This is an optimization exercise on Yosys and OpenROAD, whose aim is a short achievable clock period and few clock cycles, not a production implementation. At most, simulation tests tie the RTL to the original design; equivalence was not proved. The flow treats the clock pin as an ideal source, which a real chip does not have. Power and IR drop assume default switching activity.

Setup of lane 3:
Design mipsCore, start of the top module:
module mipsCore
(
    input  logic        clk,
    input  logic        rst,
    output logic [31:0] pcF,
    input  logic [31:0] instr,
    output logic        memWrite,
    output logic [31:0] dataAddr,
    output logic [31:0] writeData,
    input  logic [31:0] readData
);
    logic        weM;            
    logic        memToRegM;
    logic        memWriteM;
    logic [4:0]  destM;
    logic [31:0] aluOutM;
    logic [31:0] wdataM;
    logic [31:0] resultM;
    logic        vE;
    logic        weE;
    logic        memToRegE;
    logic        memWriteE;
    logic        beqE;
    logic [4:0]  destE;
    logic [31:0] aE;             
    logic [31:0] opBE;           
    logic [31:0] rtE;            
    logic        fwdAE;          
    logic        fwdBE;          
    logic [3:0]  fwdAQ;          
    logic [3:0]  fwdBQ;
    logic [3:0]  invBQ;
    logic        fwdRtE;         
    logic        swLoadE;        
    logic        cinE;           
    logic        opAddE;
    logic        opAndE;
  ...
For scale: ~72,000 um^2 of cells after synthesis.
==> flow/config.mk <==
export PLATFORM = sky130hd
export DESIGN_NAME = mipsCore
export DESIGN_NICKNAME = mipsCore
export VERILOG_FILES = /design/flow/design.v
export SDC_FILE = /design/flow/constraint.sdc
export NUM_CORES = 8
export LEC_CHECK = 0
export ABC_CLOCK_PERIOD_IN_PS = 2500
export CAP_MARGIN = 60
export CORE_MARGIN = 2
export CORE_UTILIZATION = 50
export SETUP_SLACK_MARGIN = 5
export SLEW_MARGIN = 60
export SYNTH_HIERARCHICAL = 1
export SYNTH_MINIMUM_KEEP_SIZE = 0
==> flow/constraint.sdc <==
create_clock -name core_clock -period 10.0 [get_ports {clk}]
set_input_delay 2.0000 -clock core_clock [delete_from_list [all_inputs] [get_ports {clk}]]
set_output_delay 2.0000 -clock core_clock [all_outputs]
set_load 0.01 [all_outputs]
standard.sh (not shown) runs the stock make flow with config.mk's settings and CLKGATE_MAP_FILE= SYNTH_SCRIPT=/design/flow/synth_recipe.tcl, a recipe that flattens the netlist after the stock synthesis.
==> flow/flow/run.sh <==
#!/bin/bash
set -euo pipefail
F=$PWD/flow
K=(MATCH_CELL_FOOTPRINT=0 "BUFFER_PORTS_ARGS=-buffer_cell sky130_fd_sc_hd__buf_4" FASTROUTE_TCL=$F/fastroute.tcl)
bash standard.sh SETUP_SLACK_MARGIN=5 POST_CTS_TCL=$F/ramp_cts.tcl "${K[@]}" cts > standard_cts.log 2>&1
bash standard.sh SETUP_SLACK_MARGIN=6.5 "${K[@]}" finish > standard_finish.log 2>&1
==> flow/flow/fastroute.tcl <==
set_global_routing_layer_adjustment met1 0.6
set_global_routing_layer_adjustment met2 0.3
set_global_routing_layer_adjustment met3-$::env(MAX_ROUTING_LAYER) 0.2

set_routing_layers -clock $::env(MIN_CLK_ROUTING_LAYER)-$::env(MAX_ROUTING_LAYER)
set_routing_layers -signal $::env(MIN_ROUTING_LAYER)-$::env(MAX_ROUTING_LAYER)
==> flow/flow/ramp_cts.tcl <==
# Timing repair in steps: each step repairs every endpoint below its margin,
# so a path that cannot be improved further stops only the last steps.
set_propagated_clock [all_clocks]
estimate_parasitics -placement
foreach m {5.8 6.0 6.2 6.3 6.4 6.5 6.6 6.7 6.8} {
  repair_timing -setup -setup_margin $m -repair_tns 100 -max_passes 50
  puts "ramp_cts margin $m: worst slack [worst_slack -max]"
}
detailed_placement
check_placement -verbose
estimate_parasitics -placement
puts "ramp_cts done: worst slack [worst_slack -max]"
Lane 3 | stages: all done | timing, DRC, antenna: all pass
Changes in lane 5 relative to lane 3:
Settings: changing SLEW_MARGIN from 60 to 50; changing CAP_MARGIN from 60 to 40.
[summary]
No stage failed in lane 5, and the final checks on the layout all came back clean. Looking at time the worst path needs with I/O delays and setup, lane 5 sits above lane 3. In lane 5, layout filler cell count is higher than in lane 3. Row global-route usage: lane 5 higher / lane 3 lower. Re switching power summed over all nets: lane 5 is 1.3% down on lane 3. Relative to lane 3, number of logic stages on the critical path including buffering increased by 1 in lane 5.
No functional check of the RTL was part of any run of this note.

========
## run A
mipsCore, a different RTL version from the one above (not shown whole).
Size in the first run: about 5,600 cells after synthesis, ~160 I/O pins.
Settings: LEC_CHECK=0, ABC_CLOCK_PERIOD_IN_PS=2500, CAP_MARGIN=70, CORE_MARGIN=2, CORE_UTILIZATION=50, SETUP_SLACK_MARGIN=5, SLEW_MARGIN=70, SYNTH_HIERARCHICAL=1, SYNTH_MINIMUM_KEEP_SIZE=0; clock period 10.0 ns.
Scripts as last shown in full above: flow/flow/run.sh, flow/flow/fastroute.tcl, flow/flow/ramp_cts.tcl
Here is what was changed in the inputs of run B compared with run A.
Settings: a change of CORE_UTILIZATION from 50 to 45; a change of SLEW_MARGIN from 70 to 60; a change of CAP_MARGIN from 70 to 60.
## What came out
Run A has lower critical path depth than run B.
Number of antenna violations at the first check in global routing was lower in run B than in run A.
The pre-CTS worst setup slack in run B sits 94 ps below the value recorded for run A.
Comparing run B and run A, the higher synthesis-to-finish area growth is on run A.
Diff run A -> run B | wire length | down by a few percent
The worst setup slack reported for run B is smaller than that of run A by 99 ps.
For the relative area of non-clock buffer cells in the final design, run B came in 1.5 points lower than run A did.
[run B] clock buffer instance count of the final layout fell 6 relative to run A
[inputs] run C vs run B
Settings: swapping 45 for 55 in CORE_UTILIZATION.
Results
Relative to run B, count of clock-buffer cells in the layout has gone down in run C. As far as global-route wire length before repair is concerned, run C and run B perform about the same. Compared to run B, run C has count of plain and timing-repair buffers about 1.2% higher.
--- input diff run C..run D ---
Settings: CORE_UTILIZATION now 50, was 55.
### Flow results
In the flow results for run D and run C, the aggregate routed wire length is smaller on run C.
Worst setup path startpoint: instr[31] -> run C, instr[29] -> run D
Looking at run D and run C, the buffering overhead is a wash.
Wire length of the first global-routing pass ends up lower on run C.
Compared run D vs run C, and filler cell count is up in run D.
Met1 track demand over resource: run D lower than run C
Sort run D and run C by part of the power in combinational logic asc -> top: run C
Signed area change from the synthesized netlist to the final layout for run D: 0.35 points down relative to run C
Run D completed end to end with timing, DRC and antenna clean.
No run of this note included a check of the RTL's function; only the layout flow was run.

========
exp/sierra:
mipsCore, a different RTL version from the one above (not shown whole).
Size in the first run: about 6000 cells after synthesis, about 160 I/O pins, about 75000 µm² of cells after synthesis.
export LEC_CHECK = 0
export ABC_CLOCK_PERIOD_IN_PS = 2500
export CAP_MARGIN = 60
export CORE_MARGIN = 2
export CORE_UTILIZATION = 50
export SETUP_SLACK_MARGIN = 5
export SLEW_MARGIN = 60
export SYNTH_HIERARCHICAL = 1
export SYNTH_MINIMUM_KEEP_SIZE = 0
create_clock -name core_clock -period 10.0 [get_ports {clk}]
==> flow/flow/run.sh <==
#!/bin/bash
set -euo pipefail
F=$PWD/flow
K=(MATCH_CELL_FOOTPRINT=0 "BUFFER_PORTS_ARGS=-buffer_cell sky130_fd_sc_hd__buf_4" FASTROUTE_TCL=$F/fastroute.tcl)
bash standard.sh SETUP_SLACK_MARGIN=5 POST_CTS_TCL=$F/ramp_cts.tcl "${K[@]}" cts > standard_cts.log 2>&1
bash standard.sh SETUP_SLACK_MARGIN=6.4 "${K[@]}" finish > standard_finish.log 2>&1
Scripts as last shown in full above: flow/flow/fastroute.tcl, flow/flow/ramp_cts.tcl
Testbench counts of exp/sierra, summed over its fixed seeds: cycles 29,634.
What exp/zinc does differently from exp/sierra at the input level:
==> flow/flow/run.sh <==
#!/bin/bash
set -euo pipefail
F=$PWD/flow
K=(MATCH_CELL_FOOTPRINT=0 "BUFFER_PORTS_ARGS=-buffer_cell sky130_fd_sc_hd__buf_4" FASTROUTE_TCL=$F/fastroute.tcl)
bash standard.sh SETUP_SLACK_MARGIN=5 POST_CTS_TCL=$F/ramp_cts.tcl "${K[@]}" cts > standard_cts.log 2>&1
bash standard.sh SETUP_SLACK_MARGIN=6.5 "${K[@]}" finish > standard_finish.log 2>&1
==> summary.txt <==
| total power | exp/sierra vs exp/zinc | ≈ equal |. Delta (exp/zinc minus exp/sierra): worst-case clock skew held steady; layout overhead on the synthesized area comparable; portion of the clock cycle consumed by the worst path in the final layout now sits at about the same level; via count closely matched the old numbers.
Changes in exp/umber relative to exp/zinc:
==> flow/flow/run.sh <==
#!/bin/bash
set -euo pipefail
F=$PWD/flow
K=(MATCH_CELL_FOOTPRINT=0 "BUFFER_PORTS_ARGS=-buffer_cell sky130_fd_sc_hd__buf_4" FASTROUTE_TCL=$F/fastroute.tcl)
bash standard.sh SETUP_SLACK_MARGIN=5 POST_CTS_TCL=$F/ramp_cts.tcl "${K[@]}" cts > standard_cts.log 2>&1
bash standard.sh SETUP_SLACK_MARGIN=6.6 "${K[@]}" finish > standard_finish.log 2>&1
Findings:
There was hardly any difference in final wirelength between exp/umber and exp/zinc.
Between exp/umber and exp/zinc, post-synthesis to final-layout area growth is higher for exp/umber, exp/zinc comes in under that.
Comparing exp/umber against exp/zinc, there is no change at all in depth of the worst hold-timing path.
Changes observed in exp/umber relative to exp/zinc: final critical-path share of the clock period shows no meaningful change, final area shows no meaningful change, final setup slack of the worst path shows a reduction of 0.0036 ns, fraction of power consumed by combinational cells shows no meaningful change.

========
## job 101
Another version of the RTL of mipsCore (not shown whole).
Size: roughly 6500 cells after synthesis, roughly 160 I/O pins, about 72000 um2 of cells after synthesis.
// mipsCore
module mipsCore
(
    input  logic        clk,
    input  logic        rst,
    output logic [31:0] pcF,
    input  logic [31:0] instr,
    output logic        memWrite,
    output logic [31:0] dataAddr,
    output logic [31:0] writeData,
    input  logic [31:0] readData
);
Settings: LEC_CHECK=0, ABC_CLOCK_PERIOD_IN_PS=2500, CAP_MARGIN=20, CORE_MARGIN=2, CORE_UTILIZATION=40, SETUP_SLACK_MARGIN=5, SLEW_MARGIN=20, SYNTH_HIERARCHICAL=1, SYNTH_MINIMUM_KEEP_SIZE=0; clock period 10.0 ns.
==> flow/flow/run.sh <==
#!/bin/bash
set -euo pipefail
F=$PWD/flow
K=(MATCH_CELL_FOOTPRINT=0 "BUFFER_PORTS_ARGS=-buffer_cell sky130_fd_sc_hd__buf_4" FASTROUTE_TCL=$F/fastroute.tcl)
bash standard.sh SETUP_SLACK_MARGIN=5 POST_CTS_TCL=$F/ramp_cts.tcl "${K[@]}" cts > standard_cts.log 2>&1
bash standard.sh SETUP_SLACK_MARGIN=6.5 "${K[@]}" finish > standard_finish.log 2>&1
Scripts as last shown in full above: flow/flow/fastroute.tcl, flow/flow/ramp_cts.tcl
The following lists how job 102 was set up differently from job 101:
- changing SLEW_MARGIN from 20 to 50
- changing CORE_UTILIZATION from 40 to 50
- changing CAP_MARGIN from 20 to 40
--- outcome ---
Against job 101, wire length of the first global-routing pass in job 102 came out better. The combinational power share on job 102 is in line with that on job 101. | aggregate negative setup slack | job 101 vs job 102 | ≈ equal |. The total design power of job 102 is lower than that of job 101. Compared with job 101, job 102 shows final wirelength that has gone down by a few percent. Portion of the clock cycle consumed by the worst path in the final layout was higher in job 101 than in job 102. Job 101 was routed with more vias than job 102. The tapcell count reported for job 102 is smaller than that of job 101 by 467.
No functional check of the RTL was part of any run of this note.

## afterwards: timing with drivers on the ports
The flow's constraints put no driver on any port. The routed layouts listed below were extracted and timed again, unchanged, in two steps.
Step 1, drivers: a clkbuf_16 drives clk and a buf_2 each remaining input, both assumed.
Step 2 also shifts input and output timing later by t, the mid clock arrival at the registers, as if the neighbouring blocks saw the same clock.
Slacks: ideal ports / drivers / drivers and shift; pairs: ideal ports / drivers.
| run | shift t [ns] | setup WS [ns] | worst setup path after step 2 | cell pins on the clock port's net |
|---|---|---|---|---|
| lane 3 | 0.914 | 6.518 / 6.510 / 5.659 | input to register | 1 |
| lane 5 | 0.903 | 6.395 / 6.395 / 5.743 | input to register | 1 |
| run A | 0.886 | 6.545 / 6.506 / 5.706 | input to register | 1 |
| run B | 0.871 | 6.446 / 6.446 / 5.725 | input to register | 1 |
| run C | 0.855 | 6.513 / 6.511 / 5.701 | input to register | 1 |
| run D | 0.875 | 6.563 / 6.533 / 5.722 | input to register | 1 |
| exp/sierra | 0.881 | 6.523 / 6.445 / 5.784 | input to register | 1 |
| exp/zinc | 0.881 | 6.526 / 6.447 / 5.777 | input to register | 1 |
| exp/umber | 0.883 | 6.522 / 6.442 / 5.795 | input to register | 1 |
| job 101 | 0.895 | 6.116 / 6.116 / 5.690 | input to register | 1 |
| job 102 | 0.905 | 6.412 / 6.412 / 5.744 | input to register | 1 |
After both steps every run listed still meets setup and hold. For lane 3, which loses most, drivers alone change the setup slack by -0.008 ns; drivers and shift together by -0.859 ns.
